Source: an optimization exercise on an open RTL-to-GDS flow (aim: small area and a short achievable clock period). Production flows keep margins and buffers that such runs may drop.
Function was checked by simulation only, so behaviour that the tests miss may differ from the original.
No activity file was given, so power comes from the tool's default toggle rates.

**config.mk**
```make
export PLATFORM = sky130hd
export DESIGN_NAME = executeStage
export DESIGN_NICKNAME = executeStage
export VERILOG_FILES = /design/flow/design.v
export SDC_FILE = /design/flow/constraint.sdc
export NUM_CORES = 4
export LEC_CHECK = 0
export CAP_MARGIN = 20
export CORE_MARGIN = 2
export CORE_UTILIZATION = 60
export SETUP_SLACK_MARGIN = 1.0
export SLEW_MARGIN = 20
```
**constraint.sdc**
```tcl
create_clock -name core_clock -period 6.5 [get_ports {clk}]
set_input_delay 1.3000 -clock core_clock [delete_from_list [all_inputs] [get_ports {clk}]]
set_output_delay 1.3000 -clock core_clock [all_outputs]
set_load 0.01 [all_outputs]
```
**design.v**
```verilog
`default_nettype none
package execPkg;
  localparam int XLEN = 32;
  typedef enum logic [4:0] {
    addOp,
    subOp,
    sllOp,
    sltOp,
    sltuOp,
    xorOp,
    srlOp,
    sraOp,
    orOp,
    andOp,
    luiOp,
    auipcOp,
    jalOp,
    jalrOp,
    beqOp,
    bneOp,
    bltOp,
    bgeOp,
    bltuOp,
    bgeuOp,
    lbOp,
    lhOp,
    lwOp,
    lbuOp,
    lhuOp,
    sbOp,
    shOp,
    swOp
  } AluOp;
  typedef enum logic [1:0] {
    bypassNone = 2'd0,
    bypassExec = 2'd1,
    bypassMem  = 2'd2
  } BypassSel;
  typedef enum logic [1:0] {
    memByte = 2'd0,
    memHalf = 2'd1,
    memWord = 2'd2
  } MemWidth;
endpackage
`default_nettype wire
`timescale 1ns/1ps
`default_nettype none
module operandSelect (
  input  logic [31:0] regVal,
  input  logic [31:0] exVal,
  input  logic [31:0] memVal,
  input  logic [1:0]  sel,
  output logic [31:0] val
);
  assign val = ({32{~sel[1] & ~sel[0]}} & regVal) | ({32{sel[0]}} & exVal) |
               ({32{sel[1]}} & memVal);
endmodule
`default_nettype wire
`timescale 1ns/1ps
`default_nettype none
module prefixAdd #(parameter int N = 32) (
  input  logic [N-1:0] a,
  input  logic [N-1:0] b,
  input  logic         cin,
  output logic [N-1:0] sum
);
  localparam int LG = 5;    
  logic [N-1:0] g0, p0, g, p;
  logic [N:0]   c;
  assign g0 = a & b;
  assign p0 = a ^ b;
  always_comb begin
    g = g0;
    p = p0;
    g[0] = g0[0] | (p0[0] & cin);
    for (int l = 0; l < LG; l++)
      for (int i = 0; i < N; i++)
        if ((i >> l) & 1) begin
          g[i] = g[i] | (p[i] & g[((i >> l) << l) - 1]);
          p[i] = p[i] & p[((i >> l) << l) - 1];
        end
    c[0] = cin;
    for (int i = 0; i < N; i++) c[i+1] = g[i];
  end
  assign sum = p0 ^ c[N-1:0];
endmodule
module aluAddSub (
  input  logic [31:0] a,
  input  logic [31:0] b,
  input  logic        sub,
  output logic [31:0] sum
);
  prefixAdd #(.N(32)) uAdd (.a(a), .b(b ^ {32{sub}}), .cin(sub), .sum(sum));
endmodule
module compareLogic (
  input  logic [31:0] a,
  input  logic [31:0] b,
  output logic        eq,
  output logic        ltu,
  output logic        lts,
  output logic [31:0] xorv,
  output logic [31:0] orv,
  output logic [31:0] andv
);
  logic [31:0] g, p;
  logic        geu;
  assign g = a & ~b;
  assign p = ~(a ^ b);
  logic [31:0] gt, pt;
  always_comb begin
    gt = g;
    pt = p;
    for (int l = 0; l < 5; l++)
      for (int i = 0; i < 32; i++)
        if ((i % (2 << l)) == (2 << l) - 1) begin
          gt[i] = gt[i] | (pt[i] & gt[i - (1 << l)]);
          pt[i] = pt[i] & pt[i - (1 << l)];
        end
  end
  assign geu  = gt[31] | pt[31];    
  assign ltu  = ~geu;
  assign lts  = (a[31] ^ b[31]) ? a[31] : ltu;
  assign xorv = a ^ b;
  assign orv  = a | b;
  assign andv = a & b;
  assign eq   = ~|xorv;
endmodule
module shifter (
  input  logic [31:0] a,
  input  logic [4:0]  shamt,
  input  logic        left,
  input  logic        arith,
  output logic [31:0] y
);
  logic [31:0] aRev, x;
  always_comb for (int i = 0; i < 32; i++) aRev[i] = a[31-i];
  assign x = left ? aRev : a;
  assign y = 32'($signed({arith & a[31], x}) >>> shamt);
endmodule
`default_nettype wire
`timescale 1ns/1ps
`default_nettype none
module targetUnit (
  input  logic [31:0] pc,
  input  logic [31:0] rs1,
  input  logic [31:0] imm,
  input  logic [31:0] pred,
  input  logic        useRs1,
  input  logic        usePc,
  input  logic        isJalr,
  output logic [31:0] sum,
  output logic [31:0] target,
  output logic        differs
);
  logic [31:0] base;
  assign base = ({32{useRs1}} & rs1) | ({32{usePc}} & pc);
  prefixAdd #(.N(32)) uAdd (.a(base), .b(imm), .cin(1'b0), .sum(sum));
  assign target  = {sum[31:1], sum[0] & ~isJalr};
  assign differs = (target != pred);
endmodule
module seqUnit (
  input  logic [31:0] pc,
  input  logic [31:0] pred,
  output logic [31:0] seq,
  output logic        differs
);
  assign seq     = {pc[31:2] + 30'd1, pc[1:0]};
  assign differs = (seq != pred);
endmodule
`default_nettype wire
`timescale 1ns/1ps
`default_nettype none
module opDecode (
  input  logic [4:0] op,
  output logic       selAdd, selTgt, selSeq, selSr, selSl, selSlt, selXor, selOr, selAnd,
  output logic       isSub, useRs1, usePc, isJalr, isJump, isCondBr, shLeft, shArith,
  output logic       isLoad, isStore, loadUnsigned, isBranch,
  output logic [1:0] memWidth
);
  logic isLui;
  assign isLui    = (op == 5'd10);
  assign isJalr   = (op == 5'd13);
  assign isJump   = (op[4:1] == 4'b0110);
  assign isCondBr = (op[4:1] == 4'b0111) || (op[4:2] == 3'b100);
  assign isBranch = isJump || isCondBr;
  assign shLeft   = ~op[2];
  assign shArith  = op[0];
  assign selAdd = (op[4:1] == 4'b0000);
  assign selTgt = op[4] || (op[4:1] == 4'b0101);
  assign selSeq = (op[4:1] == 4'b0110);
  assign selSl  = (op == 5'd2);
  assign selSr  = (op[4:1] == 4'b0011);
  assign selSlt = (op == 5'd3) || (op == 5'd4);
  assign selXor = (op == 5'd5);
  assign selOr  = (op == 5'd8);
  assign selAnd = (op == 5'd9);
  assign isSub  = op[0];
  assign useRs1 = (op[4] & (op[3] | op[2])) | isJalr;
  assign usePc  = ~useRs1 & ~isLui;
  assign isLoad       = (op >= 5'd20) && (op <= 5'd24);
  assign isStore      = (op >= 5'd25) && (op <= 5'd27);
  assign loadUnsigned = (op == 5'd23) || (op == 5'd24);
  always_comb begin
    case (op)
      5'd21, 5'd24, 5'd26: memWidth = 2'd1;
      5'd22, 5'd27:        memWidth = 2'd2;
      default:             memWidth = 2'd0;
    endcase
  end
endmodule
`default_nettype wire
`timescale 1ns/1ps
`default_nettype none
module executeStage (
  input  logic                     clk,
  input  logic                     arstN,
  input  logic                     flush,
  input  logic                     inValid,
  output logic                     inReady,
  input  logic [execPkg::XLEN-1:0] inPc,
  input  logic [execPkg::XLEN-1:0] inRs1Data,
  input  logic [execPkg::XLEN-1:0] inRs2Data,
  input  logic [execPkg::XLEN-1:0] inImm,
  input  execPkg::AluOp            inAluOp,
  input  execPkg::BypassSel        inOp1Bypass,
  input  execPkg::BypassSel        inOp2Bypass,
  input  logic [execPkg::XLEN-1:0] inPredNextPc,
  input  logic [4:0]               inRd,
  input  logic                     inRdWrite,
  input  logic [execPkg::XLEN-1:0] exFwdData,
  input  logic [execPkg::XLEN-1:0] memFwdData,
  output logic                     outValid,
  input  logic                     outReady,
  output logic [execPkg::XLEN-1:0] outPc,
  output logic [execPkg::XLEN-1:0] outResult,
  output logic [execPkg::XLEN-1:0] outStoreData,
  output execPkg::MemWidth         outMemWidth,
  output logic                     outIsLoad,
  output logic                     outIsStore,
  output logic                     outLoadUnsigned,
  output logic                     outRdWrite,
  output logic [4:0]               outRd,
  output logic                     outIsBranch,
  output logic                     outTaken,
  output logic [execPkg::XLEN-1:0] outNextPc,
  output logic                     outMispredict
);
  logic [31:0] rs1, rs2;
  operandSelect uSel1 (.regVal(inRs1Data), .exVal(exFwdData), .memVal(memFwdData),
                       .sel(inOp1Bypass), .val(rs1));
  operandSelect uSel2 (.regVal(inRs2Data), .exVal(exFwdData), .memVal(memFwdData),
                       .sel(inOp2Bypass), .val(rs2));
  logic selAdd, selTgt, selSeq, selSr, selSl, selSlt, selXor, selOr, selAnd;
  logic isSub, useRs1, usePc, isJalr, isJump, isCondBr, shLeft, shArith;
  logic isLoad, isStore, loadUnsigned, isBranch;
  logic [1:0] memWidth;
  opDecode uDec (
    .op(inAluOp),
    .selAdd(selAdd), .selTgt(selTgt), .selSeq(selSeq), .selSr(selSr), .selSl(selSl),
    .selSlt(selSlt), .selXor(selXor), .selOr(selOr), .selAnd(selAnd),
    .isSub(isSub), .useRs1(useRs1), .usePc(usePc), .isJalr(isJalr), .isJump(isJump),
    .isCondBr(isCondBr), .shLeft(shLeft), .shArith(shArith),
    .isLoad(isLoad), .isStore(isStore), .loadUnsigned(loadUnsigned), .isBranch(isBranch),
    .memWidth(memWidth)
  );
  logic [31:0] sum, xorv, orv, andv, shOut, shRev;
  logic        eq, ltu, lts, lt;
  aluAddSub uAdd (.a(rs1), .b(rs2), .sub(isSub), .sum(sum));
  compareLogic uCmp (.a(rs1), .b(rs2), .eq(eq), .ltu(ltu), .lts(lts),
                     .xorv(xorv), .orv(orv), .andv(andv));
  shifter uShift (.a(rs1), .shamt(rs2[4:0]), .left(shLeft), .arith(shArith), .y(shOut));
  always_comb for (int i = 0; i < 32; i++) shRev[i] = shOut[31-i];
  assign lt = inAluOp[0] ? lts : ltu;    
  logic [31:0] tsum, tgt, seq;
  logic        tgtDiffers, seqDiffers;
  targetUnit uTgt (.pc(inPc), .rs1(rs1), .imm(inImm), .pred(inPredNextPc),
                   .useRs1(useRs1), .usePc(usePc), .isJalr(isJalr),
                   .sum(tsum), .target(tgt), .differs(tgtDiffers));
  seqUnit uSeq (.pc(inPc), .pred(inPredNextPc), .seq(seq), .differs(seqDiffers));
  logic cond, taken, mispredict;
  logic [31:0] nextPc;
  assign cond       = ~inAluOp[4] ? eq : (inAluOp[1] ? ltu : lts);
  assign taken      = isJump | (isCondBr & (cond ^ inAluOp[0]));
  assign nextPc     = taken ? tgt : seq;
  assign mispredict = taken ? tgtDiffers : seqDiffers;
  logic [31:0] result;
  assign result = ({32{selAdd}} & sum)   | ({32{selTgt}} & tsum) | ({32{selSeq}} & seq) |
                  ({32{selSr}}  & shOut) | ({32{selSl}}  & shRev) |
                  ({32{selXor}} & xorv)  | ({32{selOr}}  & orv)  | ({32{selAnd}} & andv) |
                  {31'd0, selSlt & lt};
  logic load;
  assign inReady = !flush && (!outValid || outReady);
  assign load    = inValid && inReady;
  always_ff @(posedge clk or negedge arstN) begin
    if (!arstN)       outValid <= 1'b0;
    else if (flush)   outValid <= 1'b0;
    else if (inReady) outValid <= inValid;
  end
  always_ff @(posedge clk) begin
    if (load) begin
      outPc           <= inPc;
      outResult       <= result;
      outStoreData    <= rs2;
      outMemWidth     <= execPkg::MemWidth'(memWidth);
      outIsLoad       <= isLoad;
      outIsStore      <= isStore;
      outLoadUnsigned <= loadUnsigned;
      outRdWrite      <= inRdWrite;
      outRd           <= inRd;
      outIsBranch     <= isBranch;
      outTaken        <= taken;
      outNextPc       <= nextPc;
      outMispredict   <= mispredict;
    end
  end
endmodule
`default_nettype wire
```
**flow/run.sh**
```bash
#!/bin/bash
# Standard ORFS layout (the standard.sh), with the port buffers made from
# the smallest buffer cell instead of the resizer's default pick.
set -euo pipefail
bash standard.sh "BUFFER_PORTS_ARGS=-buffer_cell sky130_fd_sc_hd__buf_1" finish > standard_flow.log 2>&1
```
**standard.sh**
```bash
#!/bin/bash
# synth_recipe.tcl (not shown) runs the flow's synth.tcl, then flattens the netlist and writes it again
# the make line also repeats each setting of config.mk as NAME=value (left out here)
make -C /OpenROAD-flow-scripts/flow DESIGN_CONFIG=/design/flow/config.mk WORK_HOME=/design/flow/orfs CLKGATE_MAP_FILE= SYNTH_SCRIPT=/design/flow/synth_recipe.tcl "${@:-finish}"
```
==> flow_metrics.tcl, run 1 <==
set metrics [dict create \
    syn-num-nets 2076 \
    powerDensity_nw_per_um2 219 \
    routedWlPerCell_microns 26.7 \
    layout_min_cycle_time_ns 5.52 \
    crit_chain "buf_2, buf_6, a22o_1, a21o_1, ha_1, nor2b_1, o21ai_0, a21boi_0, o311a_1, or4_4, a31o_4, buf_6, nor4_2, a311oi_1, a211o_1, nor4_2, nand4_1" \
    placementRows 58 \
    worstSetupPathType "in -> reg" \
    post-synth-top-count-cell "ha_1" \
    slowest_stage "or4_4" \
    place_ws_ns -0.165 \
    port_buffers 387 \
    total_power_w 0.00411 \
    synthDistinctLibCells 74 \
    worst_pin_slew_ns 1.13 \
    cts-buffers-inserted 17 \
    vdd_drop_max_mv 0.191 \
    cts.root.buffer_cell "clkbuf_16" \
    yosys_warnings 5 \
    grt_pass1_wl_mm 92.4 \
    drv_cap 0 \
    synth-edff-count 142 \
    clk_path_buf_depth 2 \
    synth_xor_area_share_pct 7.53 \
    synth_top_family_by_area "compound AO/OA/AOI/OAI gates" \
    start_util_pct 61.3 \
    worstSkewPairLatency_ns 0.43 \
    setup_viol 0 \
    syn_to_final_growth_pct 21.5 \
    dieArea_sq_um 27100 \
    yosysTopAreaCell "edfxtp_1" \
    crit_path_end_kind "flip-flop" \
    synth_top_area_share_pct 27.6 \
    finalCritPeriodShare_pct 85.0 \
    slew_headroom_pct 24.6 \
    utilization_pct 74.4 \
    fin_area_sq_um 18800 \
    coreArea_sq_um 25300 \
    start_kind "primary input" \
    critPathRequiredTime_ns 6.67 \
    ys.flop_type "edfxtp_1" \
    crit_fanout 27 \
    slowest_delay_ns 0.52 \
    skew_ns 0.0111 \
    ant_nets 0 \
    regToRegSetupSlack_ns 4.20 \
    hold_path_class "in -> async" \
    ys_seq_area_share_pct 27.7 \
    gp_congestion 1.12 \
    clk_pin_slew_worst_paths_ns 0.07 \
    die_y_microns 165 \
    synth_fa_ha_area_share_pct 13.9 \
    grt_pass1_vias 15700 \
    hpwlAfterDp_mm 49.8 \
    synth_compound_area_share_pct 25.1 \
    nNetsFinal 2476 \
    clock-sinks 143 \
    synth_area_leaders "edfxtp_1 (28%), ha_1 (13%), a22o_1 (5.5%)" \
    ys_ff_latch 143 \
    syn-cell-area_sq_um 15500 \
    leakagePower_nw 7.62 \
    cts_tree "yes" \
    wl_mm 64.5 \
    die_x_microns 165 \
    arrival_ns 5.69 \
    io_pins 388 \
    drc 0 \
    ys_async_sr_fraction_pct 0.699 \
    cts-htree-levels 4 \
    drive_gt1_share_pct 13.5 \
    place_area_sq_um 17700 \
    avgSynthCellArea_sq_um 9.29 \
    setup_slack_ns 0.977 \
    synth-simple-area-share_pct 11.8 \
    setup_tns_ns 0 \
    outcome "timing/DRC/antenna clean" \
    vias 16800 \
    hold_viol 0 \
    track_usage_pct 46.1 \
    rsz0062_at_grt "yes" \
    via_per_inst 6.96 \
    synth.area.mux_share_pct 8.93 \
    syn_inst 1666 \
    grt_max_degree 82 \
    antenna_found_initial 0 \
    fmax_ghz 0.181 \
    finalMaxSlewViolations 0 \
    firstDrtPassIters 14 \
    first_iter_violations 2642 \
    grt_overflow 0 \
    synthTopCellsByCount "ha_1 (156), edfxtp_1 (142), nand2_1 (135), a21oi_1 (107), a22o_1 (97)" \
]
## power by group
part	switching (W)	internal (W)	leakage (nW)
clock network	0.000472	0.000541	0.266
registers	0.0000186	0.00110	1.34
logic	0.00124	0.000748	6.01
## placed cells by master, fill, tap and decap left out, types with 31 or more instances in the layout
master      n
nor2_1     83
a21oi_1    81
ha_1      149
nand3_1    32
xor2_1     44
edfxtp_1  142
inv_1      94
a21o_1     60
mux2i_1    46
mux4_2     31
buf_4      83
xnor2_1    86
buf_1     380
nand2_1   134
o21ai_0    78
a22o_1     97
## per-stage QoR
step	hold WS, ns	std cells
floorplan	0.684	1666
global placement	0.639	2372
detailed placement	0.680	2372
CTS	0.610	2406
global route	0.614	2409
finish	0.612	2411
## registers in the layout, indices dropped and copies added (netlist names)
signal and cells:
outMemWidth 2, outIsLoad 1, outLoadUnsigned 1, outResult 32, outRdWrite 1, outNextPc 32, outValid 1, outRd 5
outStoreData 32, outTaken 1, outIsStore 1, outIsBranch 1, outMispredict 1, outPc 32
## cell type report
| cell class | count | area (sq um) |
|---|---|---|
| antenna | 2 | 5.00 |
| inverter | 99 | 377 |
| clock inverter | 14 | 145 |
| tap | 330 | 413 |
| sequential | 143 | 4290 |
| fill | 1832 | 6450 |
| multi-input combinational | 1324 | 10900 |
| timing repair buffer | 481 | 2250 |
| clock buffer | 18 | 429 |
## layer usage
| layer | track usage (%) | part of all wire, % | vias to the layer above |
|---|---|---|---|
| li1 | - | - | 7133 |
| met1 | 59.5 | 36 | 7830 |
| met2 | 71.5 | 44 | 1525 |
| met3 | 12.1 | 14 | 300 |
| met4 | 23.4 | 5.8 | 0 |
| met5 | 0 | 0 | - |
## worst max-delay path: cells and delay by family
family / cells / cell delay, ns
and+or+nand+nor: 5 / 1.29
adders and majority gates: 1 / 0.44
AOI/OAI and AO/OA: 8 / 2.08
buffers and inverters: 3 / 0.55
## what timing repair did
item | CTS | global route
gates cloned | 1 | 0
pin swaps | 4 | 7
hold buffers | 0 | 0
buffers inserted | 1 | 3
endpoints found under the setup margin | 11 | 6
resized for setup | 49 | 45
## cells by family (layout without fill, tap and decap cells)
group / count (synthesis) / after routing
XOR/XNOR: 133 / 133
adder cells (fa/ha/maj): 166 / 166
flip-flops: 143 / 143
buffers and inverters: 200 / 612
multiplexers: 97 / 97
AO/OA/AOI/OAI: 547 / 547
other: 0 / 2
AND/OR/NAND/NOR: 380 / 381
## final timing paths
check	cells past startpoint	to	from
worst max-delay path	17	outMispredict	inOp1Bypass[0]
worst min-delay path	1	outValid	arstN
worst max register to register	4	outStoreData[7]	outValid
worst min register to register	3	outValid	outValid
max in group asynchronous	1	outValid	arstN
min in group core_clock	3	outValid	outValid
==> run 2, diff against run 1 <==
--- a/design.v
+++ b/design.v
@@ -156,7 +156,13 @@
   assign base = ({32{useRs1}} & rs1) | ({32{usePc}} & pc);
   prefixAdd #(.N(32)) uAdd (.a(base), .b(imm), .cin(1'b0), .sum(sum));
   assign target  = {sum[31:1], sum[0] & ~isJalr};
-  assign differs = (target != pred);
+  logic [31:0] p, g, miss;
+  assign p = base ^ imm;
+  assign g = base & imm;
+  assign miss[0] = (p[0] & ~isJalr) ^ pred[0];
+  assign miss[1] = p[1] ^ pred[1] ^ g[0];
+  assign miss[31:2] = p[31:2] ^ pred[31:2] ^ (g[30:1] | (p[30:1] & ~pred[30:1]));
+  assign differs = |miss;
 endmodule
 module seqUnit (
   input  logic [31:0] pc,
@@ -164,7 +170,17 @@
   output logic [31:0] seq,
   output logic        differs
 );
-  assign seq     = {pc[31:2] + 30'd1, pc[1:0]};
+  logic [29:0] x, allOnes, carry;
+  assign x = pc[31:2];
+  always_comb begin
+    allOnes = x;
+    for (int l = 0; l < 5; l++)
+      for (int i = 0; i < 30; i++)
+        if ((i >> l) & 1)
+          allOnes[i] = allOnes[i] & allOnes[((i >> l) << l) - 1];
+  end
+  assign carry   = {allOnes[28:0], 1'b1};
+  assign seq     = {x ^ carry, pc[1:0]};
   assign differs = (seq != pred);
 endmodule
 `default_nettype wire
@@ -177,8 +193,6 @@
   output logic       isLoad, isStore, loadUnsigned, isBranch,
   output logic [1:0] memWidth
 );
-  logic isLui;
-  assign isLui    = (op == 5'd10);
   assign isJalr   = (op == 5'd13);
   assign isJump   = (op[4:1] == 4'b0110);
   assign isCondBr = (op[4:1] == 4'b0111) || (op[4:2] == 3'b100);
@@ -195,8 +209,8 @@
   assign selOr  = (op == 5'd8);
   assign selAnd = (op == 5'd9);
   assign isSub  = op[0];
-  assign useRs1 = (op[4] & (op[3] | op[2])) | isJalr;
-  assign usePc  = ~useRs1 & ~isLui;
+  assign useRs1 = op[4] ? (op[3] | op[2]) : (op[2] & ~op[1] & op[0]);
+  assign usePc  = ~useRs1 & ~(~op[4] & op[3] & ~op[2] & ~op[0]);
   assign isLoad       = (op >= 5'd20) && (op <= 5'd24);
   assign isStore      = (op >= 5'd25) && (op <= 5'd27);
   assign loadUnsigned = (op == 5'd23) || (op == 5'd24);
==> flow/run.sh (replaced) <==
#!/bin/bash
# Layout: the standard ORFS flow (standard.sh) with three changes:
#  - synthesis maps with ABC for a delay target (flow/abc_fast.script) in place of ORFS's
#    abc_speed script; the synthesis is otherwise ORFS's, so the registers are the same;
#  - no full-adder extraction before ABC (ADDER_MAP_FILE empty), so ABC maps the adders freely;
#  - the port buffers are the smallest buffer cell instead of the resizer's default pick.
# Each tool's output is in orfs/logs/ (ORFS's per-step logs); make's output is in
# standard_flow.log.
set -euo pipefail
W=$(pwd)
cat > "$W/my_synth.tcl" <<EOT
proc abc {args} {
  set i [lsearch -exact \$args -script]
  if {\$i >= 0} { lset args [expr {\$i + 1}] $W/flow/abc_fast.script }
  yosys abc {*}\$args
}
source $W/synth_recipe.tcl
EOT
bash standard.sh "SYNTH_SCRIPT=$W/my_synth.tcl" "ADDER_MAP_FILE=" \
  "BUFFER_PORTS_ARGS=-buffer_cell sky130_fd_sc_hd__buf_1" finish > standard_flow.log 2>&1
==> flow/abc_fast.script (new file) <==
strash
dch
map -D 1500
topo
buffer -c
upsize -c -D 1500
dnsize -c -D 1500
--- a/config.mk
+++ b/config.mk
@@ -8,5 +8,5 @@
 export CAP_MARGIN = 20
 export CORE_MARGIN = 2
 export CORE_UTILIZATION = 60
-export SETUP_SLACK_MARGIN = 1.0
+export SETUP_SLACK_MARGIN = 2.5
 export SLEW_MARGIN = 20
==> run 2 against run 1 <==
Effect of this change:
- the run now fails in 5_1_grt
- synthesized cell count up 59%
- area after synthesis increased by 10%
==> flow_metrics.tcl, run 2 <==
set metrics [dict create \
    outcome "did not finish" \
    synth_compound_area_share_pct 25.8 \
    worst_endpoint "outMispredict$_DFFE_PP_/D" \
    cts.root.buffer_cell "clkbuf_16" \
    synthDistinctLibCells 75 \
    synth_area_leaders "edfxtp_1 (25%), nand2_1 (17%), o21ai_0 (6.0%)" \
    die_y_microns 173 \
    synth_xor_area_share_pct 3.63 \
    place_area_sq_um 18700 \
    synth-simple-area-share_pct 36.5 \
    yosysTopAreaCell "edfxtp_1" \
    hpwlAfterDp_mm 63.9 \
    post-synth-top-count-cell "nand2_1" \
    clock-sinks 143 \
    track_usage_pct 71.7 \
    stop_stage "5_1_grt" \
    ctsHoldBuffers 0 \
    io_pins 388 \
    ys_seq_area_share_pct 25.1 \
    clk_path_buf_depth 2 \
    cts-htree-levels 4 \
    syn_inst 2649 \
    avgSynthCellArea_sq_um 6.44 \
    ys_ff_latch 143 \
    ys_async_sr_fraction_pct 0.699 \
    synth_fa_ha_area_share_pct 0.0586 \
    gp_congestion 1.19 \
    synth_top_family_by_area "simple AND/OR/NAND/NOR gates" \
    yosys_warnings 6 \
    grt_max_degree 142 \
    placementRows 61 \
    synth-edff-count 142 \
    syn-num-nets 2893 \
    synthTopCellsByCount "nand2_1 (786), nor2_1 (271), inv_1 (206), o21ai_0 (206), nand3_1 (196)" \
    synth_top_area_share_pct 25.0 \
    cts-buffers-inserted 17 \
    port_buffers 387 \
    error "[ERROR GRT-0232] Routing congestion too high. Check the congestion heatmap in the GUI." \
    die_x_microns 173 \
    start_util_pct 61.1 \
    place_ws_ns 0.646 \
    worstEpCategory "register data pin" \
    grt_overflow 1 \
    syn-cell-area_sq_um 17100 \
    ys.flop_type "edfxtp_1" \
    synth.area.mux_share_pct 0.411 \
]
[run 2: worst max path at each step]
stage | from | slack (ns) | end | depth (start not counted)
2_1_floorplan | outReady | 1.26 | outIsBranch | 4
3_5_place_dp | inOp1Bypass[1] | 0.65 | outNextPc[19] | 16
3_3_place_gp | inOp1Bypass[1] | 0.72 | outNextPc[4] | 16
4_1_cts | inAluOp[2] | 2.48 | outMispredict | 17
[run 2: per-stage QoR]
| step | utilization, % | instances |
|---|---|---|
| CTS | 74.7 | 3458 |
| detailed placement | 67.1 | 3349 |
| global placement | 67.1 | 3349 |
| floorplan | - | 2649 |
[run 2: what timing repair did]
action	4_1_cts
resized for setup	187
pin swaps	25
setup endpoints to repair	66
gates cloned	11
hold endpoints to repair	0
buffers inserted	66
[run 2: layer usage]
| metal | global-route usage (%) | overflow |
|---|---|---|
| met5 | 20.0 | 0 |
| met4 | 64.1 | 0 |
| met3 | 55.7 | 0 |
| met2 | 89.5 | 1 |
| met1 | 74.4 | 0 |
[run 2: cell families after synthesis]
group                    after synthesis
flip-flops                           143
XOR/XNOR                              66
AND/OR/NAND/NOR                     1447
adder cells (fa/ha/maj)                1
multiplexers                           7
AO/OA/AOI/OAI                        660
buffers and inverters                325
[run 2: power groups by stage]
stage	clock network, W	logic [W]	registers [W]
4_1_cts	0.00110	0.00192	0.00111
3_5_place_dp	0	0.00174	0.00113
3_3_place_gp	0	0.00171	0.00113
2_1_floorplan	0	0.00114	0.00116
==> run 3, diff against run 2 <==
--- a/config.mk
+++ b/config.mk
@@ -7,6 +7,7 @@
 export LEC_CHECK = 0
 export CAP_MARGIN = 20
 export CORE_MARGIN = 2
-export CORE_UTILIZATION = 60
+export CORE_UTILIZATION = 45
+export CTS_BUF_LIST = sky130_fd_sc_hd__clkbuf_8
 export SETUP_SLACK_MARGIN = 2.5
 export SLEW_MARGIN = 20
==> run 3 against run 2 <==
Effect of this change:
- the run now finishes clean
- area after synthesis unchanged
- synthesized cell count unchanged
==> flow_metrics.tcl, run 3 <==
set metrics [dict create \
    yosys_warnings 6 \
    worstSetupPathType "in -> reg" \
    synth.area.mux_share_pct 0.411 \
    nNetsFinal 3343 \
    synth_fa_ha_area_share_pct 0.0586 \
    skew_ns 0.0143 \
    hold_path_class "in -> async" \
    crit_fanout 13 \
    instances_no_fill 3622 \
    rsz0062_at_grt "yes" \
    routedWlPerCell_microns 25.3 \
    fillers 3768 \
    io_pins 388 \
    cts_tree "yes" \
    synth-edff-count 142 \
    syn-cell-area_sq_um 17100 \
    rr_endpoint "outStoreData[25]" \
    antennaDiodeCount 0 \
    grt_pass1_vias 19900 \
    synth_xor_area_share_pct 3.63 \
    syn_to_final_growth_pct 27.0 \
    clock-sinks 143 \
    reg2reg_depth 4 \
    ys_async_sr_fraction_pct 0.699 \
    finalMaxSlewViolations 0 \
    worst_pin_slew_ns 0.900 \
    first_iter_violations 3135 \
    critPathRequiredTime_ns 6.80 \
    drc 0 \
    worstSkewPairLatency_ns 0.55 \
    synthTopCellsByCount "nand2_1 (786), nor2_1 (271), inv_1 (206), o21ai_0 (206), nand3_1 (196)" \
    start_util_pct 45.5 \
    timing.rr.start "outValid" \
    multi_input_area_sq_um 12500 \
    synthDistinctLibCells 75 \
    setup_tns_ns 0 \
    setup_viol 0 \
    drv_cap 0 \
    wl_mm 91.5 \
    clk_path_buf_depth 2 \
    synth_area_leaders "edfxtp_1 (25%), nand2_1 (17%), o21ai_0 (6.0%)" \
    place_area_sq_um 18900 \
    layout_min_cycle_time_ns 4.03 \
    coreArea_sq_um 37500 \
    fin_area_sq_um 21700 \
    finalCritPeriodShare_pct 62.0 \
    die_y_microns 199 \
    outcome "timing/DRC/antenna clean" \
    hpwlAfterDp_mm 69.1 \
    regToRegSetupSlack_ns 4.56 \
    hold_viol 0 \
    regArea_sq_um 4290 \
    yosysTopAreaCell "edfxtp_1" \
    grt_max_degree 143 \
    syn-num-nets 2893 \
    synth-simple-area-share_pct 36.5 \
    cts.root.buffer_cell "clkbuf_8" \
    drive_gt1_share_pct 16.8 \
    clk_pin_slew_worst_paths_ns 0.10 \
    synth_top_area_share_pct 25.0 \
    dieArea_sq_um 39500 \
    syn_inst 2649 \
    vias 22900 \
    start_kind "primary input" \
    layout_common_cells "nand2_1 (732), buf_1 (378), nor2_1 (252)" \
    ctsHoldBuffers 0 \
    gp_congestion 1.14 \
    synth_compound_area_share_pct 25.8 \
    vdd_drop_max_mv 0.160 \
    crit_path_end_kind "flip-flop" \
    placementRows 71 \
    crit_start "inOp2Bypass[0]" \
    powerDensity_nw_per_um2 191 \
    fmax_ghz 0.248 \
    ys.flop_type "edfxtp_1" \
    slew_headroom_pct 40.0 \
    post-synth-top-count-cell "nand2_1" \
    cts-buffers-inserted 17 \
    placed_cells 3483 \
    antenna_found_initial 0 \
    ys_ff_latch 143 \
    port_buffers 387 \
    synth_top_family_by_area "simple AND/OR/NAND/NOR gates" \
    leakagePower_nw 9.09 \
    cts-htree-levels 4 \
    grt_pass1_wl_mm 127 \
    avgSynthCellArea_sq_um 6.44 \
    ys_seq_area_share_pct 25.1 \
    die_x_microns 199 \
    via_per_inst 6.31 \
    track_usage_pct 44.1 \
    arrival_ns 4.33 \
    firstDrtPassIters 6 \
    ant_nets 0 \
    cp-endpoint "outMispredict" \
    mostFrequentLayoutCell "nand2_1" \
    grt_overflow 0 \
]
run 3: layout make-up:
cell class,count,area share [%]
flip-flops and latches,143,19.8
multi-input cells,2186,57.9
repair buffers,532,13.6
inverters,218,3.86
repair inverters,1,0.0346
clock buffers,17,1.08
clock inverters,14,0.837
well taps,511,2.95
run 3: kinds of logic after synthesis:
logic type	after synthesis
adder cells (fa/ha/maj)	1
buffers and inverters	325
multiplexers	7
AO/OA/AOI/OAI	660
XOR/XNOR	66
flip-flops	143
AND/OR/NAND/NOR	1447
run 3: how the worst min path moves through the flow:
stage          endpoint  slack [ns]  cells after the start
4_1_cts        outValid        0.47                      1
2_1_floorplan  outValid        0.59                      2
3_3_place_gp   outValid        0.58                      2
6_report       outValid        0.50                      1
5_1_grt        outValid        0.50                      1
3_5_place_dp   outValid        0.58                      2
run 3: metal layers:
metal	wire length, microns	track usage, %	part of all wire [%]
met1	35600	60.1	39
met2	37400	64.1	41
met3	12100	10.5	13
met4	6300	24.2	6.9
met5	0	0	0
run 3: timing repair:
action                                  in CTS  in global routing
setup buffers                               58                 37
cloned                                      10                  3
pin swaps                                   30                 37
gates resized for setup                    173                189
endpoints found under the setup margin      66                 66
run 3: power by group:
part	leakage, nW	switching (W)	internal, W	total, W
sequential	1.34	0.0000234	0.00109	0.00112
clock	0.203	0.000451	0.000384	0.000835
combinational	7.55	0.00152	0.000676	0.00220
total	9.09	0.00199	0.00215	0.00415
run 3: metrics by stage:
| stage | hold slack, ns | power (W) | setup WS (ns) | utilization [%] |
|---|---|---|---|---|
| after detailed placement | 0.582 | 0.00293 | 1.01 | 50.5 |
| after global routing | 0.497 | 0.00429 | 2.43 | 57.8 |
| after floorplan | 0.593 | 0.00230 | 1.26 | - |
| after CTS | 0.474 | 0.00391 | 2.50 | 55.0 |
| after global placement | 0.579 | 0.00292 | 0.985 | 50.5 |
| final | 0.498 | 0.00415 | 2.47 | 57.8 |
run 3: critical path, stage by stage:
cell,delay [ns]
clkbuf_8,0.18
nor2_8,0.24
buf_4,0.17
nand2_1,0.13
nand2_2,0.11
nand2_1,0.13
nand2_2,0.13
nand4_1,0.17
buf_4,0.19
nor3_4,0.13
nand4_2,0.14
and3_1,0.19
a41oi_2,0.18
nand2_2,0.10
a31oi_4,0.19
a2bb2oi_4,0.11
buf_4,0.17
clkbuf_16,0.18
o21a_1,0.17
==> run 4, diff against run 3 <==
--- a/design.v
+++ b/design.v
@@ -84,14 +84,6 @@
   end
   assign sum = p0 ^ c[N-1:0];
 endmodule
-module aluAddSub (
-  input  logic [31:0] a,
-  input  logic [31:0] b,
-  input  logic        sub,
-  output logic [31:0] sum
-);
-  prefixAdd #(.N(32)) uAdd (.a(a), .b(b ^ {32{sub}}), .cin(sub), .sum(sum));
-endmodule
 module compareLogic (
   input  logic [31:0] a,
   input  logic [31:0] b,
@@ -143,22 +135,28 @@
 module targetUnit (
   input  logic [31:0] pc,
   input  logic [31:0] rs1,
+  input  logic [31:0] rs2,
   input  logic [31:0] imm,
   input  logic [31:0] pred,
   input  logic        useRs1,
   input  logic        usePc,
+  input  logic        useRs2,
+  input  logic        sub,
   input  logic        isJalr,
   output logic [31:0] sum,
   output logic [31:0] target,
   output logic        differs
 );
-  logic [31:0] base;
-  assign base = ({32{useRs1}} & rs1) | ({32{usePc}} & pc);
-  prefixAdd #(.N(32)) uAdd (.a(base), .b(imm), .cin(1'b0), .sum(sum));
+  logic [31:0] base, offset;
+  logic        cin;
+  assign base   = ({32{useRs1}} & rs1) | ({32{usePc}} & pc);
+  assign offset = useRs2 ? (rs2 ^ {32{sub}}) : imm;
+  assign cin    = useRs2 & sub;
+  prefixAdd #(.N(32)) uAdd (.a(base), .b(offset), .cin(cin), .sum(sum));
   assign target  = {sum[31:1], sum[0] & ~isJalr};
   logic [31:0] p, g, miss;
-  assign p = base ^ imm;
-  assign g = base & imm;
+  assign p = base ^ offset;
+  assign g = base & offset;
   assign miss[0] = (p[0] & ~isJalr) ^ pred[0];
   assign miss[1] = p[1] ^ pred[1] ^ g[0];
   assign miss[31:2] = p[31:2] ^ pred[31:2] ^ (g[30:1] | (p[30:1] & ~pred[30:1]));
@@ -188,7 +186,7 @@
 `default_nettype none
 module opDecode (
   input  logic [4:0] op,
-  output logic       selAdd, selTgt, selSeq, selSr, selSl, selSlt, selXor, selOr, selAnd,
+  output logic       useRs2, selTgt, selSeq, selSr, selSl, selSlt, selXor, selOr, selAnd,
   output logic       isSub, useRs1, usePc, isJalr, isJump, isCondBr, shLeft, shArith,
   output logic       isLoad, isStore, loadUnsigned, isBranch,
   output logic [1:0] memWidth
@@ -199,8 +197,8 @@
   assign isBranch = isJump || isCondBr;
   assign shLeft   = ~op[2];
   assign shArith  = op[0];
-  assign selAdd = (op[4:1] == 4'b0000);
-  assign selTgt = op[4] || (op[4:1] == 4'b0101);
+  assign useRs2 = (op[4:1] == 4'b0000);
+  assign selTgt = op[4] || (op[4:1] == 4'b0101) || useRs2;
   assign selSeq = (op[4:1] == 4'b0110);
   assign selSl  = (op == 5'd2);
   assign selSr  = (op[4:1] == 4'b0011);
@@ -209,7 +207,7 @@
   assign selOr  = (op == 5'd8);
   assign selAnd = (op == 5'd9);
   assign isSub  = op[0];
-  assign useRs1 = op[4] ? (op[3] | op[2]) : (op[2] & ~op[1] & op[0]);
+  assign useRs1 = op[4] ? (op[3] | op[2]) : (~op[3] | (op[2] & ~op[1] & op[0]));
   assign usePc  = ~useRs1 & ~(~op[4] & op[3] & ~op[2] & ~op[0]);
   assign isLoad       = (op >= 5'd20) && (op <= 5'd24);
   assign isStore      = (op >= 5'd25) && (op <= 5'd27);
@@ -264,22 +262,21 @@
                        .sel(inOp1Bypass), .val(rs1));
   operandSelect uSel2 (.regVal(inRs2Data), .exVal(exFwdData), .memVal(memFwdData),
                        .sel(inOp2Bypass), .val(rs2));
-  logic selAdd, selTgt, selSeq, selSr, selSl, selSlt, selXor, selOr, selAnd;
+  logic useRs2, selTgt, selSeq, selSr, selSl, selSlt, selXor, selOr, selAnd;
   logic isSub, useRs1, usePc, isJalr, isJump, isCondBr, shLeft, shArith;
   logic isLoad, isStore, loadUnsigned, isBranch;
   logic [1:0] memWidth;
   opDecode uDec (
     .op(inAluOp),
-    .selAdd(selAdd), .selTgt(selTgt), .selSeq(selSeq), .selSr(selSr), .selSl(selSl),
+    .useRs2(useRs2), .selTgt(selTgt), .selSeq(selSeq), .selSr(selSr), .selSl(selSl),
     .selSlt(selSlt), .selXor(selXor), .selOr(selOr), .selAnd(selAnd),
     .isSub(isSub), .useRs1(useRs1), .usePc(usePc), .isJalr(isJalr), .isJump(isJump),
     .isCondBr(isCondBr), .shLeft(shLeft), .shArith(shArith),
     .isLoad(isLoad), .isStore(isStore), .loadUnsigned(loadUnsigned), .isBranch(isBranch),
     .memWidth(memWidth)
   );
-  logic [31:0] sum, xorv, orv, andv, shOut, shRev;
+  logic [31:0] xorv, orv, andv, shOut, shRev;
   logic        eq, ltu, lts, lt;
-  aluAddSub uAdd (.a(rs1), .b(rs2), .sub(isSub), .sum(sum));
   compareLogic uCmp (.a(rs1), .b(rs2), .eq(eq), .ltu(ltu), .lts(lts),
                      .xorv(xorv), .orv(orv), .andv(andv));
   shifter uShift (.a(rs1), .shamt(rs2[4:0]), .left(shLeft), .arith(shArith), .y(shOut));
@@ -287,8 +284,9 @@
   assign lt = inAluOp[0] ? lts : ltu;    
   logic [31:0] tsum, tgt, seq;
   logic        tgtDiffers, seqDiffers;
-  targetUnit uTgt (.pc(inPc), .rs1(rs1), .imm(inImm), .pred(inPredNextPc),
-                   .useRs1(useRs1), .usePc(usePc), .isJalr(isJalr),
+  targetUnit uTgt (.pc(inPc), .rs1(rs1), .rs2(rs2), .imm(inImm), .pred(inPredNextPc),
+                   .useRs1(useRs1), .usePc(usePc), .useRs2(useRs2), .sub(isSub),
+                   .isJalr(isJalr),
                    .sum(tsum), .target(tgt), .differs(tgtDiffers));
   seqUnit uSeq (.pc(inPc), .pred(inPredNextPc), .seq(seq), .differs(seqDiffers));
   logic cond, taken, mispredict;
@@ -298,7 +296,7 @@
   assign nextPc     = taken ? tgt : seq;
   assign mispredict = taken ? tgtDiffers : seqDiffers;
   logic [31:0] result;
-  assign result = ({32{selAdd}} & sum)   | ({32{selTgt}} & tsum) | ({32{selSeq}} & seq) |
+  assign result = ({32{selTgt}} & tsum)  | ({32{selSeq}} & seq) |
                   ({32{selSr}}  & shOut) | ({32{selSl}}  & shRev) |
                   ({32{selXor}} & xorv)  | ({32{selOr}}  & orv)  | ({32{selAnd}} & andv) |
                   {31'd0, selSlt & lt};
==> flow/run.sh (replaced) <==
#!/bin/bash
# Layout: the standard ORFS flow (standard.sh), run in two parts, with these changes:
#  - synthesis maps with ABC for a delay target (flow/abc_fast.script) in place of ORFS's
#    abc_speed script; the synthesis is otherwise ORFS's, so the registers are the same;
#  - no full-adder extraction before ABC (ADDER_MAP_FILE empty), so ABC maps the adders freely;
#  - the port buffers are the smallest buffer cell instead of the resizer's default pick;
#  - the timing repairs up to clock tree synthesis aim for EARLY ns of setup slack, and the
#    repair after global routing only for LATE ns, so it does not spend area chasing the
#    slack that the routed wires take back.
# Each tool's output is in orfs/logs/ (ORFS's per-step logs); make's output is in
# standard_flow_cts.log and standard_flow_finish.log.
set -euo pipefail
W=$(pwd)
EARLY=2.5
LATE=2.25
cat > "$W/my_synth.tcl" <<EOT
proc abc {args} {
  set i [lsearch -exact \$args -script]
  if {\$i >= 0} { lset args [expr {\$i + 1}] $W/flow/abc_fast.script }
  yosys abc {*}\$args
}
source $W/synth_recipe.tcl
EOT
COMMON=("SYNTH_SCRIPT=$W/my_synth.tcl" "ADDER_MAP_FILE="
        "BUFFER_PORTS_ARGS=-buffer_cell sky130_fd_sc_hd__buf_1")
bash standard.sh "${COMMON[@]}" "SETUP_SLACK_MARGIN=$EARLY" cts > standard_flow_cts.log 2>&1
bash standard.sh "${COMMON[@]}" "SETUP_SLACK_MARGIN=$LATE" finish > standard_flow_finish.log 2>&1
--- a/config.mk
+++ b/config.mk
@@ -8,6 +8,5 @@
 export CAP_MARGIN = 20
 export CORE_MARGIN = 2
 export CORE_UTILIZATION = 45
-export CTS_BUF_LIST = sky130_fd_sc_hd__clkbuf_8
 export SETUP_SLACK_MARGIN = 2.5
 export SLEW_MARGIN = 20
==> run 4 against run 3 <==
Effect of this change:
- power decreased by 0.61%
- non-clock buffer count up 4
- final cell count down 12%
- count of clock-buffer cells in the layout stayed put
- critical path depth shrank 7
- clock power rose by about 20%
- critical path type unchanged
==> flow_metrics.tcl, run 4 <==
set metrics [dict create \
    outcome "timing/DRC/antenna clean" \
    synthTopCellsByCount "nand2_1 (656), o21ai_0 (187), nor2_1 (174), edfxtp_1 (142), inv_1 (135)" \
    cts_tree "yes" \
    cts.root.buffer_cell "clkbuf_16" \
    setup_slack_ns 2.26 \
    yosysTopAreaCell "edfxtp_1" \
    grt_max_degree 143 \
    fmax_ghz 0.236 \
    first_iter_violations 3060 \
    layout_min_cycle_time_ns 4.24 \
    switching_share_pct 45.4 \
    syn_inst 2273 \
    finalCritPeriodShare_pct 65.2 \
    hpwlAfterDp_mm 66.7 \
    power.internal_w 0.00225 \
    start_util_pct 45.5 \
    io_pins 388 \
    hold_viol 0 \
    grt_overflow 0 \
    syn_to_final_growth_pct 29.1 \
    firstDrtPassIters 7 \
    routedWlPerCell_microns 27.2 \
    gp_congestion 1.11 \
    crit_path_end_kind "flip-flop" \
    antenna_found_initial 3 \
    worst_pin_slew_ns 1.10 \
    syn-num-nets 2517 \
    drc 0 \
    drv_cap 0 \
    vias 21000 \
    via_per_inst 6.59 \
    powerDensity_nw_per_um2 204 \
    arrival_ns 4.41 \
    clk_path_buf_depth 2 \
    cts-htree-levels 4 \
    ys.flop_type "edfxtp_1" \
    cts-buffers-inserted 17 \
    syn-cell-area_sq_um 15700 \
    port_buffers 387 \
    track_usage_pct 46.5 \
    synth-edff-count 142 \
    drive_gt1_share_pct 18.4 \
    avgSynthCellArea_sq_um 6.90 \
    reg2reg_depth 4 \
    synth_top_area_share_pct 27.2 \
    dieArea_sq_um 36400 \
    grt_pass1_wl_mm 122 \
    ys_async_sr_fraction_pct 0.699 \
    synthDistinctLibCells 84 \
    rsz0062_at_grt "yes" \
    leakagePower_nw 7.97 \
    ys_ff_latch 143 \
    die_y_microns 191 \
    slew_headroom_pct 26.3 \
    pwr-share-seq_pct 27.0 \
    setup_viol 0 \
    ant_nets 0 \
    nNetsFinal 2966 \
    start_kind "primary input" \
    finalMaxSlewViolations 0 \
    critPathRequiredTime_ns 6.68 \
    mostFrequentLayoutCell "nand2_1" \
    crit_fanout 21 \
    clk_pin_slew_worst_paths_ns 0.06 \
    hold_path_class "in -> async" \
    p_switching_w 0.00187 \
    pwr-share-clk_pct 24.3 \
    ys_seq_area_share_pct 27.3 \
    worstSetupPathType "in -> reg" \
    setup_tns_ns 0 \
    synth_area_leaders "edfxtp_1 (27%), nand2_1 (16%), o21ai_0 (6.0%)" \
    combPwrFrac_pct 48.7 \
    post-synth-top-count-cell "nand2_1" \
    worstSkewPairLatency_ns 0.48 \
    die_x_microns 191 \
    skew_ns 0.0245 \
    antennaDiodeCount 0 \
    yosys_warnings 6 \
    grt_pass1_vias 18900 \
    coreArea_sq_um 34500 \
    clock-sinks 143 \
    vdd_drop_max_mv 0.205 \
    layout_common_cells "nand2_1 (596), buf_1 (376), o21ai_0 (166)" \
    place_ws_ns 0.900 \
    wl_mm 86.7 \
    placementRows 68 \
]
run 4: layout make-up:
cell class / instances / area [sq um]
Timing Repair Buffer: 536 / 2980
Sequential cell: 143 / 4290
Fill cell: 3343 / 14200
Clock inverter: 15 / 138
Tap cell: 455 / 569
Multi-Input combinational cell: 1877 / 11300
Inverter: 147 / 579
Clock buffer: 17 / 425
run 4: logic make-up after synthesis:
family,share of synthesized area (%)
and+or+nand+nor,30.9
muxes,0.383
AOI/OAI and AO/OA,29.8
xor gates and xnor gates,3.85
DFF,27.3
buffers and inverters,7.80
run 4: path summary, 6_finish.rpt:
check | start | end | slack, ns
setup / recovery | inOp2Bypass[1] | outResult[19] | 2.26
hold / removal | arstN | outValid | 0.60
setup reg to reg | outValid | outStoreData[21] | 4.63
hold reg to reg | outValid | outValid | 0.61
max in group asynchronous | arstN | outValid | 5.80
min in group core_clock | outValid | outValid | 0.61
run 4: routing by layer:
metal / track usage (%) / vias up / share of wire, %
met5: 0 / - / 0.031
met4: 25.9 / 4 / 6.9
met3: 13.2 / 356 / 14
met2: 66.6 / 1848 / 40
met1: 62.6 / 9769 / 38
li1: - / 9047 / -
run 4: critical path: stages:
cell      delay [ns]
clkbuf_8        0.19
nor2_8          0.22
nand2_1         0.10
nand2_1         0.32
inv_1           0.31
buf_4           0.29
nor2_1          0.24
a31oi_1         0.13
o21ai_0         0.28
o21ai_0         0.24
a221oi_2        0.60
nand3_1         0.17
run 4: power groups by stage:
stage	logic, W	clock network [W]	registers (W)
after floorplan	0.00102	0	0.00116
after global placement	0.00164	0	0.00113
after detailed placement	0.00164	0	0.00113
after CTS	0.00188	0.000995	0.00112
after global routing	0.00209	0.00103	0.00112
final	0.00201	0.00100	0.00111
run 4: through the flow:
stage / std cells / instance area, sq um / hold WS, ns / power, W / utilization (%)
finish: 3190 / 20300 / 0.597 / 0.00412 / 58.8
global route: 3190 / 20300 / 0.596 / 0.00424 / 58.8
CTS: 3181 / 20000 / 0.593 / 0.00399 / 58.2
detailed placement: 3047 / 17400 / 0.604 / 0.00278 / 50.6
global placement: 3047 / 17400 / 0.572 / 0.00277 / 50.6
floorplan: 2273 / 15700 / 0.593 / 0.00218 / -
run 4: timing repair:
item	4_1_cts	5_1_grt
hold buffers	0	0
pin swaps	67	19
hold endpoints to repair	0	0
cloned	10	0
setup buffers	92	9
gates resized for setup	262	36
endpoints found under the setup margin	66	44
==> run 5, diff against run 4 <==
--- a/flow/run.sh
+++ b/flow/run.sh
@@ -11,7 +11,7 @@
 # standard_flow_cts.log and standard_flow_finish.log.
 set -euo pipefail
 W=$(pwd)
-EARLY=2.5
+EARLY=2.35
 LATE=2.25
 cat > "$W/my_synth.tcl" <<EOT
 proc abc {args} {
==> run 5 against run 4 <==
Effect of this change:
- power is 1.2% lower
- count of clock-buffer cells in the layout did not move
- worst setup slack lost 0.018 ns
- sequential share of layout area rose by 0.39 points
- clock skew down 0.0073 ns
- first-iteration DRC count is 4.6% higher
- largest cell class unchanged
==> flow_metrics.tcl, run 5 <==
set metrics [dict create \
    drc 0 \
    worst_pin_slew_ns 1.10 \
    coreArea_sq_um 34500 \
    timing.rr.start "outValid" \
    mostFrequentLayoutCell "nand2_1" \
    ys_seq_area_share_pct 27.3 \
    ys_ff_latch 143 \
    cts-htree-levels 4 \
    gp_congestion 1.11 \
    syn_to_final_growth_pct 26.7 \
    drv_cap 0 \
    crit_fanout 8 \
    vias 20800 \
    worstSkewPairLatency_ns 0.47 \
    via_per_inst 6.55 \
    yosysTopAreaCell "edfxtp_1" \
    worstSetupPathType "in -> reg" \
    grt_pass1_wl_mm 119 \
    whs_ns 0.593 \
    track_usage_pct 45.3 \
    syn_inst 2273 \
    die_x_microns 191 \
    start_kind "primary input" \
    critPathRequiredTime_ns 6.68 \
    io_pins 388 \
    grt_overflow 0 \
    routedWlPerCell_microns 27.1 \
    leakagePower_nw 7.81 \
    fmax_ghz 0.235 \
    clk_path_buf_depth 2 \
    grt_pass1_vias 18100 \
    wl_met3_mm 12.3 \
    clk_pin_slew_worst_paths_ns 0.07 \
    finalCritPeriodShare_pct 65.4 \
    nNetsFinal 2947 \
    avgSynthCellArea_sq_um 6.90 \
    setup_tns_ns 0 \
    cts-buffers-inserted 17 \
    yosys_warnings 6 \
    firstDrtPassIters 8 \
    hold_viol 0 \
    hold_path_class "in -> async" \
    cts_tree "yes" \
    start_util_pct 45.5 \
    slew_headroom_pct 26.5 \
    vdd_drop_max_mv 0.206 \
    wl_mm 85.9 \
    post-synth-top-count-cell "nand2_1" \
    port_buffers 387 \
    setup_slack_ns 2.25 \
    synthDistinctLibCells 84 \
    syn-num-nets 2517 \
    place_ws_ns 0.900 \
    reg2reg_depth 4 \
    clock-sinks 143 \
    rsz0062_at_grt "yes" \
    drive_gt1_share_pct 17.0 \
    powerDensity_nw_per_um2 205 \
    ant_nets 0 \
    regToRegSetupSlack_ns 4.62 \
    wl_met1_mm 33.1 \
    synthTopCellsByCount "nand2_1 (656), o21ai_0 (187), nor2_1 (174), edfxtp_1 (142), inv_1 (135)" \
    skew_ns 0.0172 \
    ys_async_sr_fraction_pct 0.699 \
    antenna_found_initial 4 \
    dieArea_sq_um 36400 \
    setup_viol 0 \
    outcome "timing/DRC/antenna clean" \
    rr_endpoint "outStoreData[21]" \
    hpwlAfterDp_mm 66.7 \
    cts.root.buffer_cell "clkbuf_16" \
    grt_max_degree 143 \
    ys.flop_type "edfxtp_1" \
    layout_common_cells "nand2_1 (602), buf_1 (376), o21ai_0 (170)" \
    syn-cell-area_sq_um 15700 \
    arrival_ns 4.43 \
    wl_met2_mm 35.3 \
    die_y_microns 191 \
    layout_min_cycle_time_ns 4.25 \
    top_layer_used "met5" \
    crit_path_end_kind "flip-flop" \
    synth-edff-count 142 \
    utilization_pct 57.7 \
    finalMaxSlewViolations 0 \
    total_power_w 0.00407 \
    placementRows 68 \
    synth_top_area_share_pct 27.2 \
    synth_area_leaders "edfxtp_1 (27%), nand2_1 (16%), o21ai_0 (6.0%)" \
    first_iter_violations 3201 \
]
[run 5: cell counts after synthesis]
No cell type changed its count.
[run 5: per-stage QoR]
stage	instances	cell area, sq um
3_3_place_gp	3047	17400
2_1_floorplan	2273	15700
3_5_place_dp	3047	17400
4_1_cts	3131	19100
6_report	3172	19900
5_1_grt	3171	19900
[run 5: how the worst max path moves through the flow]
stage	start	endpoint	slack [ns]	cells past startpoint
CTS	inOp1Bypass[1]	outNextPc[3]	2.28	18
floorplan	outReady	outIsBranch	1.26	4
finish	inAluOp[1]	outResult[30]	2.25	16
global placement	inAluOp[4]	outResult[19]	0.95	17
detailed placement	inAluOp[4]	outNextPc[18]	0.90	15
global route	inAluOp[1]	outResult[30]	2.13	16
[run 5: cells by family after synthesis]
| group | after synthesis | synth area share, % |
|---|---|---|
| xor+xnor | 65 | 3.85 |
| mux | 6 | 0.383 |
| simple gates | 1108 | 30.9 |
| flops | 143 | 27.3 |
| compound gates | 692 | 29.8 |
| buf+inv | 259 | 7.80 |
[run 5: where the power goes]
group	total (W)	internal [W]	switching, W
clock network	0.000999	0.000531	0.000468
logic	0.00196	0.000593	0.00136
registers	0.00112	0.00110	0.0000190
total	0.00407	0.00222	0.00185
[run 5: timing repair]
action / CTS / global route
hold buffers: 0 / 0
pin swaps: 21 / 28
hold endpoints to repair: 0 / 0
endpoints found under the setup margin: 66 / 61
resized for setup: 143 / 124
buffers inserted: 45 / 38
gates cloned: 7 / 2
[run 5: critical path: stages]
cell	delay, ns
buf_2	0.19
inv_2	0.15
nand3_1	0.22
a22oi_2	0.26
buf_4	0.20
buf_4	0.21
nand2_1	0.16
a21oi_1	0.26
o21ai_1	0.22
o21ai_1	0.25
a21oi_2	0.04
buf_4	0.17
o31ai_1	0.28
o21ai_1	0.15
nand3_1	0.20
o2111ai_1	0.15
[run 5: layer usage]
| layer | global-route usage [%] | up-vias |
|---|---|---|
| met4 | 22.8 | 6 |
| met2 | 65.7 | 1785 |
| met1 | 62.1 | 9630 |
| met3 | 11.6 | 322 |
| li1 | - | 9021 |
| met5 | 0 | - |
[run 5: cell type report]
cell class / instances / area, sq um
fill: 3388 / 14600
multi-input combinational: 1877 / 11100
sequential: 143 / 4290
timing repair buffer: 517 / 2750
inverter: 147 / 587
tap: 455 / 569
clock buffer: 17 / 425
clock inverter: 15 / 138
antenna: 1 / 2.50
==> run 6, diff against run 5 <==
--- a/flow/run.sh
+++ b/flow/run.sh
@@ -11,7 +11,7 @@
 # standard_flow_cts.log and standard_flow_finish.log.
 set -euo pipefail
 W=$(pwd)
-EARLY=2.35
+EARLY=2.5
 LATE=2.25
 cat > "$W/my_synth.tcl" <<EOT
 proc abc {args} {
==> flow/abc_fast.script (replaced) <==
strash
dch
map -D 1500
strash
dch
map -D 1500
topo
buffer -c
upsize -c -D 1500
dnsize -c -D 1500
==> run 6 against run 5 <==
Effect of this change:
- register-to-register slack worse by 0.07 ns
- first-iteration DRC count is 8.9% higher
- critical path type unchanged
- sequential power hardly changed
- highest routed layer unchanged
- largest cell class unchanged
- non-clock buffer count is 19 lower
- global-route usage is 4.4 points higher
- clock skew is 0.0031 ns lower
- clock power is 11% higher
- die area is 3.7% higher
- area after synthesis is 3.8% higher
- final cell count is 2.1% higher
- critical path depth is 2 lower
==> flow_metrics.tcl, run 6 <==
set metrics [dict create \
    nNetsFinal 3007 \
    synth_fa_ha_area_share_pct 0 \
    drv_cap 0 \
    layout_common_cells "nand2_1 (659), buf_1 (376), o21ai_0 (167)" \
    synth-edff-count 142 \
    syn-cell-area_sq_um 16300 \
    hold_path_class "in -> async" \
    yosysTopAreaCell "edfxtp_1" \
    via_per_inst 6.73 \
    hpwlAfterDp_mm 71.9 \
    cts_tree "yes" \
    wl_mm 95.9 \
    io_pins 388 \
    coreArea_sq_um 35600 \
    port_buffers 387 \
    placementRows 69 \
    track_usage_pct 49.7 \
    leakagePower_nw 8.07 \
    antenna_found_initial 2 \
    ant_nets 0 \
    setup_slack_ns 2.27 \
    critPathRequiredTime_ns 6.69 \
    arrival_ns 4.42 \
    grt_pass1_vias 20800 \
    gp_congestion 1.09 \
    synth.area.mux_share_pct 0.615 \
    skew_ns 0.0141 \
    vias 21800 \
    finalMaxSlewViolations 0 \
    fillers 3565 \
    synth_compound_area_share_pct 29.0 \
    cts-buffers-inserted 17 \
    clk_path_buf_depth 2 \
    mostFrequentLayoutCell "nand2_1" \
    dieArea_sq_um 37700 \
    ys_ff_latch 143 \
    syn_to_final_growth_pct 21.8 \
    clock-sinks 143 \
    cts-htree-levels 4 \
    first_iter_violations 3486 \
    multi_input_area_sq_um 11100 \
    ys.flop_type "edfxtp_1" \
    synth_top_family_by_area "simple AND/OR/NAND/NOR gates" \
    synth-simple-area-share_pct 32.9 \
    routedWlPerCell_microns 29.6 \
    syn_inst 2357 \
    firstDrtPassIters 9 \
    outcome "timing/DRC/antenna clean" \
    hold_viol 0 \
    setup_tns_ns 0 \
    syn-num-nets 2601 \
    vdd_drop_max_mv 0.223 \
    ctsHoldBuffers 0 \
    grt_pass1_wl_mm 137 \
    grt_max_degree 143 \
    layout_min_cycle_time_ns 4.23 \
    worstSkewPairLatency_ns 0.47 \
    grt_overflow 0 \
    crit_fanout 55 \
    regArea_sq_um 4290 \
    avgSynthCellArea_sq_um 6.91 \
    cts.root.buffer_cell "clkbuf_16" \
    start_util_pct 45.8 \
    crit_path_end_kind "flip-flop" \
    post-synth-top-count-cell "nand2_1" \
    setup_viol 0 \
    drc 0 \
    fmax_ghz 0.236 \
    synthTopCellsByCount "nand2_1 (673), o21ai_0 (178), nor2_1 (168), inv_1 (155), nand3_1 (147)" \
    clk_pin_slew_worst_paths_ns 0.06 \
    finalCritPeriodShare_pct 65.1 \
    yosys_warnings 6 \
    die_x_microns 194 \
    slew_headroom_pct 36.2 \
    synth_top_area_share_pct 26.2 \
    ys_async_sr_fraction_pct 0.699 \
    synth_xor_area_share_pct 2.97 \
    die_y_microns 194 \
    ys_seq_area_share_pct 26.3 \
    worstSetupPathType "in -> reg" \
    rsz0062_at_grt "yes" \
    synth_area_leaders "edfxtp_1 (26%), nand2_1 (16%), o21ai_0 (5.5%)" \
    worst_pin_slew_ns 0.957 \
    drive_gt1_share_pct 12.1 \
    synthDistinctLibCells 86 \
    powerDensity_nw_per_um2 210 \
    start_kind "primary input" \
    place_ws_ns 1.11 \
]
==> run 6: logic make-up (layout without fill, tap and decap cells) <==
group	after synthesis	count (layout)
other cells	0	1
flops	143	143
buf+inv	279	691
xor+xnor	45	45
simple gates	1188	1195
compound gates	692	692
mux	10	10
==> run 6: critical path, stage by stage <==
cell and delay (ns):
clkbuf_2 0.14, buf_12 0.20, a22oi_1 0.39, nand2_2 0.24
inv_1 0.40, o21ai_0 0.23, nand2_1 0.11, nand2_1 0.07
o221ai_1 0.32, a21oi_1 0.12, o21ai_0 0.13, o21ai_2 0.21
a221oi_4 0.41, o211ai_1 0.15
==> run 6: what timing repair did <==
action	CTS	global route
gates resized for setup	115	24
endpoints found under the hold margin	0	0
buffers inserted	49	8
cloned	9	0
pin swaps	27	6
endpoints found under the setup margin	66	42
==> run 6: through the flow <==
stage / util (%) / area, sq um / hold slack (ns) / instances / total power (W)
finish: 55.8 / 19800 / 0.593 / 3238 / 0.00417
floorplan: - / 16300 / 0.593 / 2357 / 0.00219
CTS: 55.4 / 19700 / 0.589 / 3229 / 0.00403
global route: 55.7 / 19800 / 0.591 / 3237 / 0.00428
detailed placement: 50.7 / 18000 / 0.582 / 3139 / 0.00283
global placement: 50.7 / 18000 / 0.567 / 3139 / 0.00283
==> run 6: worst paths after layout <==
| kind | from | to | slack [ns] | cells past startpoint |
|---|---|---|---|---|
| worst max-delay path | inOp1Bypass[0] | outResult[30] | 2.27 | 14 |
| worst min-delay path | arstN | outValid | 0.59 | 1 |
| worst max register to register | outValid | outResult[2] | 4.55 | 4 |
| worst min register to register | outValid | outValid | 0.60 | 2 |
| max in group asynchronous | arstN | outValid | 5.81 | 1 |
| min in group core_clock | outValid | outValid | 0.60 | 2 |
==> run 6: report_power, final <==
group / leakage [nW] / internal [W] / switching, W / total, W
registers: 1.34 / 0.00110 / 0.0000241 / 0.00112
clock network: 0.291 / 0.000629 / 0.000478 / 0.00111
logic: 6.44 / 0.000572 / 0.00137 / 0.00194
total: 8.07 / 0.00230 / 0.00187 / 0.00417
==> run 6: per-layer routing <==
| layer | GRT usage (%) | vias to the layer above | share of wire (%) |
|---|---|---|---|
| met5 | 0 | - | 0.014 |
| met4 | 40.1 | 2 | 9.8 |
| met3 | 15.5 | 513 | 14 |
| met2 | 74.6 | 1862 | 42 |
| met1 | 58.5 | 10100 | 34 |
| li1 | - | 9353 | - |
==> run 6: cell type report <==
| cell class | count | area share [%] |
|---|---|---|
| diodes | 1 | 0.0126 |
| clock buffers | 21 | 2.32 |
| clock inverters | 11 | 0.770 |
| inverters | 161 | 3.10 |
| multi-input cells | 1942 | 56.2 |
| flip-flops and latches | 143 | 21.6 |
| well taps | 461 | 2.91 |
| repair buffers | 498 | 13.1 |
==> run 7, diff against run 6 <==
--- a/flow/run.sh
+++ b/flow/run.sh
@@ -11,7 +11,7 @@
 # standard_flow_cts.log and standard_flow_finish.log.
 set -euo pipefail
 W=$(pwd)
-EARLY=2.5
+EARLY=2.35
 LATE=2.25
 cat > "$W/my_synth.tcl" <<EOT
 proc abc {args} {
==> run 7 against run 6 <==
Effect of this change:
- cell area decreased by 0.38%
- critical path depth is the same
- clock power about the same
- highest routed layer is now met4
- sequential cell count unchanged
==> flow_metrics.tcl, run 7 <==
set metrics [dict create \
    timing.rr.start "outValid" \
    avgSynthCellArea_sq_um 6.91 \
    globalRouteMet1Util_pct 58.2 \
    ctsHoldBuffers 0 \
    rsz0062_at_grt "yes" \
    synth-simple-area-share_pct 32.9 \
    outcome "timing/DRC/antenna clean" \
    synth_xor_area_share_pct 2.97 \
    start_util_pct 45.8 \
    ys_async_sr_fraction_pct 0.699 \
    setup_tns_ns 0 \
    synth_area_leaders "edfxtp_1 (26%), nand2_1 (16%), o21ai_0 (5.5%)" \
    skew_ns 0.0139 \
    met2_usage_pct 73.3 \
    routedWlPerCell_microns 29.6 \
    synthDistinctLibCells 86 \
    cts_tree "yes" \
    grt_overflow 0 \
    grt_max_degree 143 \
    via_per_inst 6.76 \
    wl_mm 95.5 \
    drv_cap 0 \
    post-synth-top-count-cell "nand2_1" \
    powerDensity_nw_per_um2 210 \
    rr_endpoint "outPc[3]" \
    leakagePower_nw 8.03 \
    mostFrequentLayoutCell "nand2_1" \
    synthTopCellsByCount "nand2_1 (673), o21ai_0 (178), nor2_1 (168), inv_1 (155), nand3_1 (147)" \
    drc 0 \
    drive_gt1_share_pct 12.0 \
    synth_top_family_by_area "simple AND/OR/NAND/NOR gates" \
    reg2reg_depth 4 \
    synth_fa_ha_area_share_pct 0 \
    cts-buffers-inserted 17 \
    first_iter_violations 3648 \
    cp-endpoint "outResult[30]" \
    dieArea_sq_um 37700 \
    ys_ff_latch 143 \
    fillers 3554 \
    synth_top_area_share_pct 26.2 \
    grt_pass1_vias 20400 \
    syn-cell-area_sq_um 16300 \
    vias 21900 \
    ys.flop_type "edfxtp_1" \
    yosys_warnings 6 \
    hold_path_class "in -> async" \
    antenna_found_initial 2 \
    worstSetupPathType "in -> reg" \
    firstDrtPassIters 7 \
    gp_congestion 1.09 \
    busiest_layer "met2" \
    critPathRequiredTime_ns 6.69 \
    clk_pin_slew_worst_paths_ns 0.06 \
    yosysTopAreaCell "edfxtp_1" \
    setup_viol 0 \
    cts.root.buffer_cell "clkbuf_16" \
    synth.area.mux_share_pct 0.615 \
    track_usage_pct 48.5 \
    ys_seq_area_share_pct 26.3 \
    hold_viol 0 \
    ant_nets 0 \
    start_kind "primary input" \
    syn_to_final_growth_pct 21.3 \
    synth_compound_area_share_pct 29.0 \
    syn-num-nets 2601 \
    arrival_ns 4.46 \
    hpwlAfterDp_mm 71.9 \
    slowest_stage "a221oi_2" \
    grt_pass1_wl_mm 134 \
    cts-htree-levels 4 \
    die_x_microns 194 \
]
-- run 7: cell counts after synthesis --
Identical to the previous run, type by type.
-- run 7: worst min path at each step --
stage / cells past startpoint / startpoint / endpoint / slack [ns]
5_1_grt: 1 / arstN / outValid / 0.59
2_1_floorplan: 2 / outValid / outValid / 0.59
4_1_cts: 1 / arstN / outValid / 0.59
3_3_place_gp: 2 / outValid / outValid / 0.57
6_report: 1 / arstN / outValid / 0.59
3_5_place_dp: 2 / outValid / outValid / 0.58
-- run 7: what timing repair did --
action | CTS | global route
endpoints found under the hold margin | 0 | 0
gates resized for setup | 55 | 86
buffers inserted | 28 | 24
pin swaps | 13 | 18
cloned | 4 | 2
endpoints found under the setup margin | 66 | 66
-- run 7: power by group --
| part | total (W) | internal, W | switching [W] |
|---|---|---|---|
| Clock | 0.00110 | 0.000629 | 0.000476 |
| Sequential | 0.00112 | 0.00110 | 0.0000236 |
| Combinational | 0.00193 | 0.000565 | 0.00137 |
-- run 7: final cells by class --
cell class	instances	area, sq um	share of cell area [%]
Antenna cell	3	7.51	0.0380
Tap cell	461	577	2.92
Sequential cell	143	4290	21.7
Multi-Input combinational cell	1940	11100	56.3
Clock buffer	21	460	2.33
Timing Repair Buffer	492	2520	12.8
Clock inverter	11	153	0.773
Inverter	161	616	3.12
-- run 7: metal layers --
metal  vias up  share of wire (%)
met1     10100                 35
met4         0                 10
li1       9325                  -
met2      1910                 42
met3       519                 13
met5         -                  0
-- run 7: metrics by stage --
stage / cells / area, sq um / power (W) / worst slack [ns] / utilization [%]
after floorplan: 2357 / 16300 / 0.00219 / 1.26 / -
after global placement: 3139 / 18000 / 0.00283 / 1.14 / 50.7
after detailed placement: 3139 / 18000 / 0.00283 / 1.11 / 50.7
after CTS: 3203 / 19200 / 0.00398 / 2.29 / 54.0
after global routing: 3229 / 19700 / 0.00426 / 2.21 / 55.5
final: 3232 / 19800 / 0.00415 / 2.23 / 55.5
-- run 7: cells by family (layout without fill, tap and decap cells) --
logic type | count (synthesis) | after routing
compound gates | 692 | 692
xor+xnor | 45 | 45
buf+inv | 279 | 685
flops | 143 | 143
mux | 10 | 10
other cells | 0 | 3
simple gates | 1188 | 1193
-- run 7: worst max-delay path: cells and delay by family --
| family | cells | cell delay (ns) |
|---|---|---|
| AND/OR/NAND/NOR | 3 | 0.39 |
| AO/OA/AOI/OAI | 8 | 2.02 |
| buffers and inverters | 3 | 0.73 |

Re-timed with assumed drivers on the ports (clkbuf_16 on the clock, buf_2 on other inputs), run 7 has 2.275 ns of setup slack against 2.234 ns with ideal ports, and 1.748 ns once port delays also move by the mid clock arrival of 0.527 ns.
